This design comes from an exercise in tuning for small area, a short achievable clock period and few clock cycles per item on the open sky130 flow, not from production work. Function was checked by simulation only, so behaviour that the tests miss may differ from the original.

==> inputs of run A <==
## hall_sensor_sector_decoder_top
module hall_sensor_sector_decoder_top (
	input  logic               clk,
	input  logic               arst_n,
	input  logic               samples_valid,
	output logic               samples_ready,
	input  logic               samples_hall_a,
	input  logic               samples_hall_b,
	input  logic               samples_hall_c,
	input  logic [31:0]        samples_now_us,
	output logic               results_valid,
	input  logic               results_ready,
	output logic signed [3:0]  results_sector,
	output logic signed [31:0] results_electric_rotations,
	output logic signed [9:0]  results_angle_count,
	output logic signed [31:0] results_mech_turns,
	output logic               results_direction,
	output logic [31:0]        results_period_us,
	output logic [31:0]        results_edge_time_us,
	output logic               results_sequence_valid,
	input  logic               cfg_valid,
	output logic               cfg_ready,
	input  logic               cfg_sel,
	input  logic [31:0]        cfg_data
);
Settings: LEC_CHECK=0, CAP_MARGIN=20, CORE_MARGIN=2, CORE_UTILIZATION=40, PLACE_DENSITY=0.6, SETUP_SLACK_MARGIN=2.5, SLEW_MARGIN=20; clock period 6.0 ns.
standard.sh (not shown) runs the stock make flow with config.mk's settings and CLKGATE_MAP_FILE= SYNTH_SCRIPT=/design/flow/synth_recipe.tcl, a recipe that flattens the netlist after the stock synthesis.
==> flow/flow/run.sh <==
#!/bin/bash
# Layout flow: the standard synthesis, then its combinational logic remapped by ABC
# for delay (registers, their names and cell types untouched), then the standard
# layout from that netlist. Each tool's output goes to a log file here.
set -euo pipefail
R=orfs/results/${FLOW_PLATFORM}/hall_sensor_sector_decoder_top/base
YOSYS=${FLOW_HOME}/../tools/install/yosys/bin/yosys
LIB=${FLOW_HOME}/platforms/sky130hd/lib/sky130_fd_sc_hd__tt_025C_1v80.lib

bash standard.sh synth > synth.log 2>&1
cp $R/1_2_yosys.v standard_1_2_yosys.v

sed -e "s#@LIB@#$LIB#g" -e "s#@IN@#standard_1_2_yosys.v#g" -e "s#@OUT@#remapped.v#g" \
	-e "s#@SCRIPT@#$PWD/flow/delay.abc#g" -e "s#@TOP@#${FLOW_TOP}#g" flow/remap.ys > remap_run.ys
$YOSYS -l remap.log -q remap_run.ys > /dev/null 2>&1

cp remapped.v $R/1_2_yosys.v
rm -f $R/1_synth.odb $R/1_synth.sdc
bash standard.sh > layout.log 2>&1
==> flow/flow/delay.abc <==
strash
dch
map -D 2000
strash
dch
map -D 2000
topo
buffer -c
upsize -c
dnsize -c
==> flow/flow/remap.ys <==
# Re-map the standard synthesis's combinational cells with a delay-driven ABC script.
# Flip-flops and tie cells stay the instances the standard synthesis made.
read_liberty -ignore_miss_func @LIB@
read_verilog @IN@
hierarchy -top @TOP@
blackbox sky130_fd_sc_hd__*df* sky130_fd_sc_hd__*dl* sky130_fd_sc_hd__conb*
flatten
opt_clean -purge
abc -script @SCRIPT@ -D 2000 -liberty @LIB@ -dont_use sky130_fd_sc_hd__probe_p_8 -dont_use sky130_fd_sc_hd__probec_p_8 -dont_use sky130_fd_sc_hd__lpflow_bleeder_1 -dont_use sky130_fd_sc_hd__lpflow_clkbufkapwr_1 -dont_use sky130_fd_sc_hd__lpflow_clkbufkapwr_16 -dont_use sky130_fd_sc_hd__lpflow_clkbufkapwr_2 -dont_use sky130_fd_sc_hd__lpflow_clkbufkapwr_4 -dont_use sky130_fd_sc_hd__lpflow_clkbufkapwr_8 -dont_use sky130_fd_sc_hd__lpflow_clkinvkapwr_1 -dont_use sky130_fd_sc_hd__lpflow_clkinvkapwr_16 -dont_use sky130_fd_sc_hd__lpflow_clkinvkapwr_2 -dont_use sky130_fd_sc_hd__lpflow_clkinvkapwr_4 -dont_use sky130_fd_sc_hd__lpflow_clkinvkapwr_8 -dont_use sky130_fd_sc_hd__lpflow_decapkapwr_12 -dont_use sky130_fd_sc_hd__lpflow_decapkapwr_3 -dont_use sky130_fd_sc_hd__lpflow_decapkapwr_4 -dont_use sky130_fd_sc_hd__lpflow_decapkapwr_6 -dont_use sky130_fd_sc_hd__lpflow_decapkapwr_8 -dont_use sky130_fd_sc_hd__lpflow_inputiso0n_1 -dont_use sky130_fd_sc_hd__lpflow_inputiso0p_1 -dont_use sky130_fd_sc_hd__lpflow_inputiso1n_1 -dont_use sky130_fd_sc_hd__lpflow_inputiso1p_1 -dont_use sky130_fd_sc_hd__lpflow_inputisolatch_1 -dont_use sky130_fd_sc_hd__lpflow_isobufsrc_1 -dont_use sky130_fd_sc_hd__lpflow_isobufsrc_16 -dont_use sky130_fd_sc_hd__lpflow_isobufsrc_2 -dont_use sky130_fd_sc_hd__lpflow_isobufsrc_4 -dont_use sky130_fd_sc_hd__lpflow_isobufsrc_8 -dont_use sky130_fd_sc_hd__lpflow_isobufsrckapwr_16 -dont_use sky130_fd_sc_hd__lpflow_lsbuf_lh_hl_isowell_tap_1 -dont_use sky130_fd_sc_hd__lpflow_lsbuf_lh_hl_isowell_tap_2 -dont_use sky130_fd_sc_hd__lpflow_lsbuf_lh_hl_isowell_tap_4 -dont_use sky130_fd_sc_hd__lpflow_lsbuf_lh_isowell_4 -dont_use sky130_fd_sc_hd__lpflow_lsbuf_lh_isowell_tap_1 -dont_use sky130_fd_sc_hd__lpflow_lsbuf_lh_isowell_tap_2 -dont_use sky130_fd_sc_hd__lpflow_lsbuf_lh_isowell_tap_4 
opt_clean -purge
hilomap -singleton -hicell sky130_fd_sc_hd__conb_1 HI -locell sky130_fd_sc_hd__conb_1 LO
splitnets
opt_clean -purge
insbuf -buf sky130_fd_sc_hd__buf_4 A X
check
tee -o remap_stat.txt stat -liberty @LIB@
write_verilog -noattr -nohex -nodec @OUT@
==> run H (differences from run A) <==
--- a/flow/design.v
+++ b/flow/design.v
@@ -114,14 +114,18 @@
 	logic        changed;
 	logic        fwd;
 	logic        bwd;
 	logic        wrap_up;
 	logic        wrap_dn;
 	logic        step;
 	logic        adopt;
+	logic [31:0] rev_up;
+	logic [31:0] rev_dn;
+	assign rev_up = rev_q + 32'd1;
+	assign rev_dn = rev_q - 32'd1;
 	always_comb begin
 		ns      = hsd_pkg::sector_of(code);
 		ns_none = ns == 3'd7;
 		os_none = sector_q == 3'd7;
 		changed = code != code_q;
 		unique case (sector_q)
 			3'd0:    begin fwd = ns == 3'd1; bwd = ns == 3'd5; end
@@ -133,16 +137,16 @@
 			default: begin fwd = 1'b0;       bwd = 1'b0;       end
 		endcase
 		wrap_up = sector_q == 3'd5 && ns == 3'd0;
 		wrap_dn = sector_q == 3'd0 && ns == 3'd5;
 		step    = fwd || bwd;
 		adopt   = os_none && !ns_none;
 		redo    = primed_q && (adopt
-			|| (wrap_up && rev_q == 32'h7FFF_FFFF)
-			|| (wrap_dn && rev_q == 32'h8000_0000));
+			|| (wrap_up && !rev_q[31] && rev_up[31])
+			|| (wrap_dn && rev_q[31] && !rev_dn[31]));
 	end
 	logic [31:0] age;
 	logic [34:0] cs_x;
 	logic [34:0] cs_y;
 	logic [34:0] cs_z;
 	logic [34:0] cs_s;
 	logic [34:0] cs_c;
@@ -172,35 +176,20 @@
 	logic [31:0] q_d;
 	logic [9:0]  rem_d;
 	logic [31:0] q_o;
 	logic [9:0]  rem_o;
 	logic        smp_inc;
 	logic        smp_dec;
 	assign neg_dm1 = {~{1'b0, dm1[8:1]}, 1'b1};    
-	logic       d1_ge;
-	logic [9:0] d1_rem;
-	logic [9:0] d1_in;
-	logic       d1_bit;
-	assign d1_in  = op_pre ? (rev_q[31] ? {1'b0, dm6} : 10'd0) : rem_q;
-	assign d1_bit = op_pre ? rev_q[30] : q_q[30];
-	hsd_div u_div1 (
+	hsd_div u_div (
 		.dm1    (dm1),
 		.dm6    (dm6),
-		.rem    (d1_in),
-		.bit_in (d1_bit),
+		.rem    (rem_q),
+		.bit_in (q_q[30]),
 		.fix    (op_fix),
-		.ge     (d1_ge),
-		.rem_nx (d1_rem)
-	);
-	hsd_div u_div2 (
-		.dm1    (dm1),
-		.dm6    (dm6),
-		.rem    (d1_rem),
-		.bit_in (q_q[29]),
-		.fix    (1'b0),
 		.ge     (d_ge),
 		.rem_nx (d_rem)
 	);
 	always_comb begin
 		q_up   = q_q + 32'd1;
 		q_dn   = q_q - 32'd1;
 		rem_p1 = rem_q + 10'd1;
@@ -225,23 +214,23 @@
 		end else begin
 			q_d   = q_q;
 			rem_d = rem_m1;
 		end
 		q_o   = q_q;
 		rem_o = rem_q;
 		if (op_pre) begin
-			q_o   = {rev_q[31], rev_q[29:0], d1_ge};
-			rem_o = d1_rem;
+			q_o   = rev_q;
+			rem_o = rev_q[31] ? {1'b0, dm6} : '0;
 		end else if (op_div) begin
-			q_o   = {q_q[31], q_q[28:0], d1_ge, d_ge};
+			q_o   = {q_q[31], q_q[29:0], d_ge};
 			rem_o = d_rem;
 		end else if (op_fix) begin
 			if (q_q[31] && !rem_z) begin
 				q_o   = q_up;
-				rem_o = d1_rem;
+				rem_o = d_rem;
 			end
 		end else if (op_inc) begin
 			q_o   = q_i;
 			rem_o = rem_i;
 		end else if (op_dec) begin
 			q_o   = q_d;
 			rem_o = rem_d;
@@ -286,17 +275,17 @@
 		else if (proc) begin
 			if (!primed_q) begin
 				rev_q    <= '0;
 				period_q <= '0;
 				stamp_q  <= now;
 			end else if (step) begin
 				if (wrap_up)
-					rev_q <= rev_q + 32'd1;
+					rev_q <= rev_up;
 				if (wrap_dn)
-					rev_q <= rev_q - 32'd1;
+					rev_q <= rev_dn;
 				period_q <= (bwd == dir_q) ? age : '0;
 				stamp_q  <= now;
 			end else if (stale) begin
 				period_q <= '0;
 			end
 		end
 	end
@@ -432,15 +421,15 @@
 			state_q <= cfg_sel ? S_PRE : S_WAIT;
 		end else begin
 			unique case (state_q)
 				S_RUN:  if (proc && redo) state_q <= S_PRE;
 				S_WAIT: state_q <= S_PRE;
 				S_PRE:  begin
 					state_q <= S_DIV;
-					cnt_q   <= 5'd14;
+					cnt_q   <= 5'd30;
 				end
 				S_DIV:  begin
 					cnt_q <= cnt_q - 5'd1;
 					if (cnt_q == '0)
 						state_q <= S_FIX;
 				end
 				S_FIX:  begin
--- a/flow/config.mk
+++ b/flow/config.mk
@@ -5,9 +5,9 @@
 export SDC_FILE = /design/flow/constraint.sdc
 export NUM_CORES = 4
 export LEC_CHECK = 0
 export CAP_MARGIN = 20
 export CORE_MARGIN = 2
 export CORE_UTILIZATION = 40
 export PLACE_DENSITY = 0.6
-export SETUP_SLACK_MARGIN = 2.5
+export SETUP_SLACK_MARGIN = 2.0
 export SLEW_MARGIN = 20
==> run B (differences from run A) <==
--- a/flow/design.v
+++ b/flow/design.v
@@ -114,14 +114,18 @@
 	logic        changed;
 	logic        fwd;
 	logic        bwd;
 	logic        wrap_up;
 	logic        wrap_dn;
 	logic        step;
 	logic        adopt;
+	logic [31:0] rev_up;
+	logic [31:0] rev_dn;
+	assign rev_up = rev_q + 32'd1;
+	assign rev_dn = rev_q - 32'd1;
 	always_comb begin
 		ns      = hsd_pkg::sector_of(code);
 		ns_none = ns == 3'd7;
 		os_none = sector_q == 3'd7;
 		changed = code != code_q;
 		unique case (sector_q)
 			3'd0:    begin fwd = ns == 3'd1; bwd = ns == 3'd5; end
@@ -133,16 +137,16 @@
 			default: begin fwd = 1'b0;       bwd = 1'b0;       end
 		endcase
 		wrap_up = sector_q == 3'd5 && ns == 3'd0;
 		wrap_dn = sector_q == 3'd0 && ns == 3'd5;
 		step    = fwd || bwd;
 		adopt   = os_none && !ns_none;
 		redo    = primed_q && (adopt
-			|| (wrap_up && rev_q == 32'h7FFF_FFFF)
-			|| (wrap_dn && rev_q == 32'h8000_0000));
+			|| (wrap_up && !rev_q[31] && rev_up[31])
+			|| (wrap_dn && rev_q[31] && !rev_dn[31]));
 	end
 	logic [31:0] age;
 	logic [34:0] cs_x;
 	logic [34:0] cs_y;
 	logic [34:0] cs_z;
 	logic [34:0] cs_s;
 	logic [34:0] cs_c;
@@ -172,35 +176,20 @@
 	logic [31:0] q_d;
 	logic [9:0]  rem_d;
 	logic [31:0] q_o;
 	logic [9:0]  rem_o;
 	logic        smp_inc;
 	logic        smp_dec;
 	assign neg_dm1 = {~{1'b0, dm1[8:1]}, 1'b1};    
-	logic       d1_ge;
-	logic [9:0] d1_rem;
-	logic [9:0] d1_in;
-	logic       d1_bit;
-	assign d1_in  = op_pre ? (rev_q[31] ? {1'b0, dm6} : 10'd0) : rem_q;
-	assign d1_bit = op_pre ? rev_q[30] : q_q[30];
-	hsd_div u_div1 (
+	hsd_div u_div (
 		.dm1    (dm1),
 		.dm6    (dm6),
-		.rem    (d1_in),
-		.bit_in (d1_bit),
+		.rem    (rem_q),
+		.bit_in (q_q[30]),
 		.fix    (op_fix),
-		.ge     (d1_ge),
-		.rem_nx (d1_rem)
-	);
-	hsd_div u_div2 (
-		.dm1    (dm1),
-		.dm6    (dm6),
-		.rem    (d1_rem),
-		.bit_in (q_q[29]),
-		.fix    (1'b0),
 		.ge     (d_ge),
 		.rem_nx (d_rem)
 	);
 	always_comb begin
 		q_up   = q_q + 32'd1;
 		q_dn   = q_q - 32'd1;
 		rem_p1 = rem_q + 10'd1;
@@ -225,23 +214,23 @@
 		end else begin
 			q_d   = q_q;
 			rem_d = rem_m1;
 		end
 		q_o   = q_q;
 		rem_o = rem_q;
 		if (op_pre) begin
-			q_o   = {rev_q[31], rev_q[29:0], d1_ge};
-			rem_o = d1_rem;
+			q_o   = rev_q;
+			rem_o = rev_q[31] ? {1'b0, dm6} : '0;
 		end else if (op_div) begin
-			q_o   = {q_q[31], q_q[28:0], d1_ge, d_ge};
+			q_o   = {q_q[31], q_q[29:0], d_ge};
 			rem_o = d_rem;
 		end else if (op_fix) begin
 			if (q_q[31] && !rem_z) begin
 				q_o   = q_up;
-				rem_o = d1_rem;
+				rem_o = d_rem;
 			end
 		end else if (op_inc) begin
 			q_o   = q_i;
 			rem_o = rem_i;
 		end else if (op_dec) begin
 			q_o   = q_d;
 			rem_o = rem_d;
@@ -286,17 +275,17 @@
 		else if (proc) begin
 			if (!primed_q) begin
 				rev_q    <= '0;
 				period_q <= '0;
 				stamp_q  <= now;
 			end else if (step) begin
 				if (wrap_up)
-					rev_q <= rev_q + 32'd1;
+					rev_q <= rev_up;
 				if (wrap_dn)
-					rev_q <= rev_q - 32'd1;
+					rev_q <= rev_dn;
 				period_q <= (bwd == dir_q) ? age : '0;
 				stamp_q  <= now;
 			end else if (stale) begin
 				period_q <= '0;
 			end
 		end
 	end
@@ -432,15 +421,15 @@
 			state_q <= cfg_sel ? S_PRE : S_WAIT;
 		end else begin
 			unique case (state_q)
 				S_RUN:  if (proc && redo) state_q <= S_PRE;
 				S_WAIT: state_q <= S_PRE;
 				S_PRE:  begin
 					state_q <= S_DIV;
-					cnt_q   <= 5'd14;
+					cnt_q   <= 5'd30;
 				end
 				S_DIV:  begin
 					cnt_q <= cnt_q - 5'd1;
 					if (cnt_q == '0)
 						state_q <= S_FIX;
 				end
 				S_FIX:  begin
==> flow/flow/delay.abc (replaced) <==
strash
dch
map -D 1000
strash
dch
map -D 1000
topo
buffer -c
upsize -c
dnsize -c
==> flow/flow/remap.ys (replaced) <==
# Re-map the standard synthesis's combinational cells with a delay-driven ABC script.
# Flip-flops and tie cells stay the instances the standard synthesis made.
read_liberty -ignore_miss_func @LIB@
read_verilog @IN@
hierarchy -top @TOP@
blackbox sky130_fd_sc_hd__*df* sky130_fd_sc_hd__*dl* sky130_fd_sc_hd__conb*
flatten
opt_clean -purge
abc -script @SCRIPT@ -D 1000 -liberty @LIB@ -dont_use sky130_fd_sc_hd__probe_p_8 -dont_use sky130_fd_sc_hd__probec_p_8 -dont_use sky130_fd_sc_hd__lpflow_bleeder_1 -dont_use sky130_fd_sc_hd__lpflow_clkbufkapwr_1 -dont_use sky130_fd_sc_hd__lpflow_clkbufkapwr_16 -dont_use sky130_fd_sc_hd__lpflow_clkbufkapwr_2 -dont_use sky130_fd_sc_hd__lpflow_clkbufkapwr_4 -dont_use sky130_fd_sc_hd__lpflow_clkbufkapwr_8 -dont_use sky130_fd_sc_hd__lpflow_clkinvkapwr_1 -dont_use sky130_fd_sc_hd__lpflow_clkinvkapwr_16 -dont_use sky130_fd_sc_hd__lpflow_clkinvkapwr_2 -dont_use sky130_fd_sc_hd__lpflow_clkinvkapwr_4 -dont_use sky130_fd_sc_hd__lpflow_clkinvkapwr_8 -dont_use sky130_fd_sc_hd__lpflow_decapkapwr_12 -dont_use sky130_fd_sc_hd__lpflow_decapkapwr_3 -dont_use sky130_fd_sc_hd__lpflow_decapkapwr_4 -dont_use sky130_fd_sc_hd__lpflow_decapkapwr_6 -dont_use sky130_fd_sc_hd__lpflow_decapkapwr_8 -dont_use sky130_fd_sc_hd__lpflow_inputiso0n_1 -dont_use sky130_fd_sc_hd__lpflow_inputiso0p_1 -dont_use sky130_fd_sc_hd__lpflow_inputiso1n_1 -dont_use sky130_fd_sc_hd__lpflow_inputiso1p_1 -dont_use sky130_fd_sc_hd__lpflow_inputisolatch_1 -dont_use sky130_fd_sc_hd__lpflow_isobufsrc_1 -dont_use sky130_fd_sc_hd__lpflow_isobufsrc_16 -dont_use sky130_fd_sc_hd__lpflow_isobufsrc_2 -dont_use sky130_fd_sc_hd__lpflow_isobufsrc_4 -dont_use sky130_fd_sc_hd__lpflow_isobufsrc_8 -dont_use sky130_fd_sc_hd__lpflow_isobufsrckapwr_16 -dont_use sky130_fd_sc_hd__lpflow_lsbuf_lh_hl_isowell_tap_1 -dont_use sky130_fd_sc_hd__lpflow_lsbuf_lh_hl_isowell_tap_2 -dont_use sky130_fd_sc_hd__lpflow_lsbuf_lh_hl_isowell_tap_4 -dont_use sky130_fd_sc_hd__lpflow_lsbuf_lh_isowell_4 -dont_use sky130_fd_sc_hd__lpflow_lsbuf_lh_isowell_tap_1 -dont_use sky130_fd_sc_hd__lpflow_lsbuf_lh_isowell_tap_2 -dont_use sky130_fd_sc_hd__lpflow_lsbuf_lh_isowell_tap_4 
opt_clean -purge
hilomap -singleton -hicell sky130_fd_sc_hd__conb_1 HI -locell sky130_fd_sc_hd__conb_1 LO
splitnets
opt_clean -purge
insbuf -buf sky130_fd_sc_hd__buf_4 A X
check
tee -o remap_stat.txt stat -liberty @LIB@
write_verilog -noattr -nohex -nodec @OUT@
==> flow_metrics.py <==
metrics = {
    "layout": {
        "n_fill_cell": 4240,
        "fin_cells": 3009,
        "antenna_cells": 2,
        "design_area_um2": 20050,
        "multi_input_area_share_pct": 42.57,
        "seq_share_pct": 30.90,
    },
    "clocking": {
        "cts_setup_buffers": 0,
        "cts_resized": 0,
    },
    "critical_path": {
        "start_kind": "flop",
        "max_stage_delay_ns": 0.56,
        "crit_cells": 17,
        "reg2reg_from": "u_track.q_q[6]",
        "worstPathMaxFanout": 6,
    },
    "power_and_ir_drop": {
        "power.total_mw": 6.450,
    },
    "placed_design": {
        "pre_cts_ws_ns": 1.787,
    },
    "global_routing": {
        "grt_max_degree": 42,
    },
    "floorplanning": {
        "die_w_um": 211.4,
    },
    "status": {
        "status": "complete, no violations",
    },
    "hold_path": {
        "hold_start": "s_now_q[31]",
    },
    "timing": {
        "period_minus_slack_ns": 3.947,
    },
    "route": {
        "via_per_inst": 5.672,
    },
}
Source of the figures above: run H

==> flow_metrics.py <==
metrics = {
    "status": {
        "status": "complete, no violations",
    },
    "critical_path": {
        "max_stage_delay_ns": 0.97,
        "worstPathMaxFanout": 20,
        "reg2reg_from": "u_track.q_q[29]",
    },
    "placed_design": {
        "pre_cts_ws_ns": 1.581,
    },
    "layout": {
        "antenna_cells": 1,
        "multi_input_area_share_pct": 45.48,
        "design_area_um2": 23420,
        "seq_share_pct": 26.48,
    },
    "hold_path": {
        "hold_start": "s_now_q[24]",
    },
    "clocking": {
        "cts_setup_buffers": 73,
    },
    "timing": {
        "period_minus_slack_ns": 3.778,
    },
    "power_and_ir_drop": {
        "power.total_mw": 10.23,
    },
    "floorplanning": {
        "die_w_um": 217.7,
    },
}
Source of the figures above: run A

==> flow_metrics.py <==
metrics = {
    "global_routing": {
        "grt_max_degree": 42,
    },
    "placed_design": {
        "pre_cts_ws_ns": 1.633,
    },
    "route": {
        "dr.pass1.iters": 6,
        "met1_length_um": 29710,
        "via_per_inst": 5.915,
    },
    "layout": {
        "antenna_cells": 3,
        "fin_cells": 3270,
        "fin_nets": 2717,
        "multi_input_area_share_pct": 45.95,
        "seq_share_pct": 29.29,
        "design_area_um2": 21150,
    },
    "critical_path": {
        "start_kind": "input port",
        "crit_cells": 15,
        "crit_buf_inv": 4,
        "worstPathMaxFanout": 12,
        "max_stage_delay_ns": 0.45,
    },
    "power_and_ir_drop": {
        "powerComb_mw": 2.96,
        "power.total_mw": 7.294,
    },
    "clocking": {
        "cts_setup_buffers": 1,
    },
    "timing": {
        "period_minus_slack_ns": 3.392,
    },
    "status": {
        "status": "complete, no violations",
    },
    "floorplanning": {
        "die_w_um": 217.3,
    },
}
Source of the figures above: run B

Testbench counts of run A, summed over its fixed seeds: cycles 16,693, items 16,000.
Testbench counts of run H, summed over its fixed seeds: cycles 17,205, items 16,000.
Testbench counts of run B, summed over its fixed seeds: cycles 17,205, items 16,000.

==> static timing again, ports no longer ideal <==
How much do the figures lean on ideal ports? The routed layouts below were timed once more, with nothing changed but the port constraints. Step 1: set_driving_cell puts a clkbuf_16 on clk and a buf_2 on each other input, an assumption about the parent block. Step 2 also shifts input and output timing later by t, the mid clock arrival at the registers, as if the neighbouring blocks saw the same clock. Three values: ideal, step 1, step 2; two values: the first two.
run | t (ns) | setup WS [ns] | worst hold slack (ns) | worst setup path after step 2 | worst register clock-pin slew, ns
run A | 0.621 | 2.222 / 2.222 / 1.956 | 0.445 / 0.445 / 0.445 | input to register | 0.06 / 0.06
run H | 0.635 | 2.053 / 2.053 / 1.608 | 0.446 / 0.446 / 0.446 | input to register | 0.07 / 0.07
run B | 0.645 | 2.608 / 2.586 / 2.000 | 0.459 / 0.459 / 0.459 | input to register | 0.07 / 0.07
After both steps setup and hold are still met in every run listed. The setup slack of run B, which loses most, moves by -0.022 ns with the drivers and by -0.608 ns with both steps.
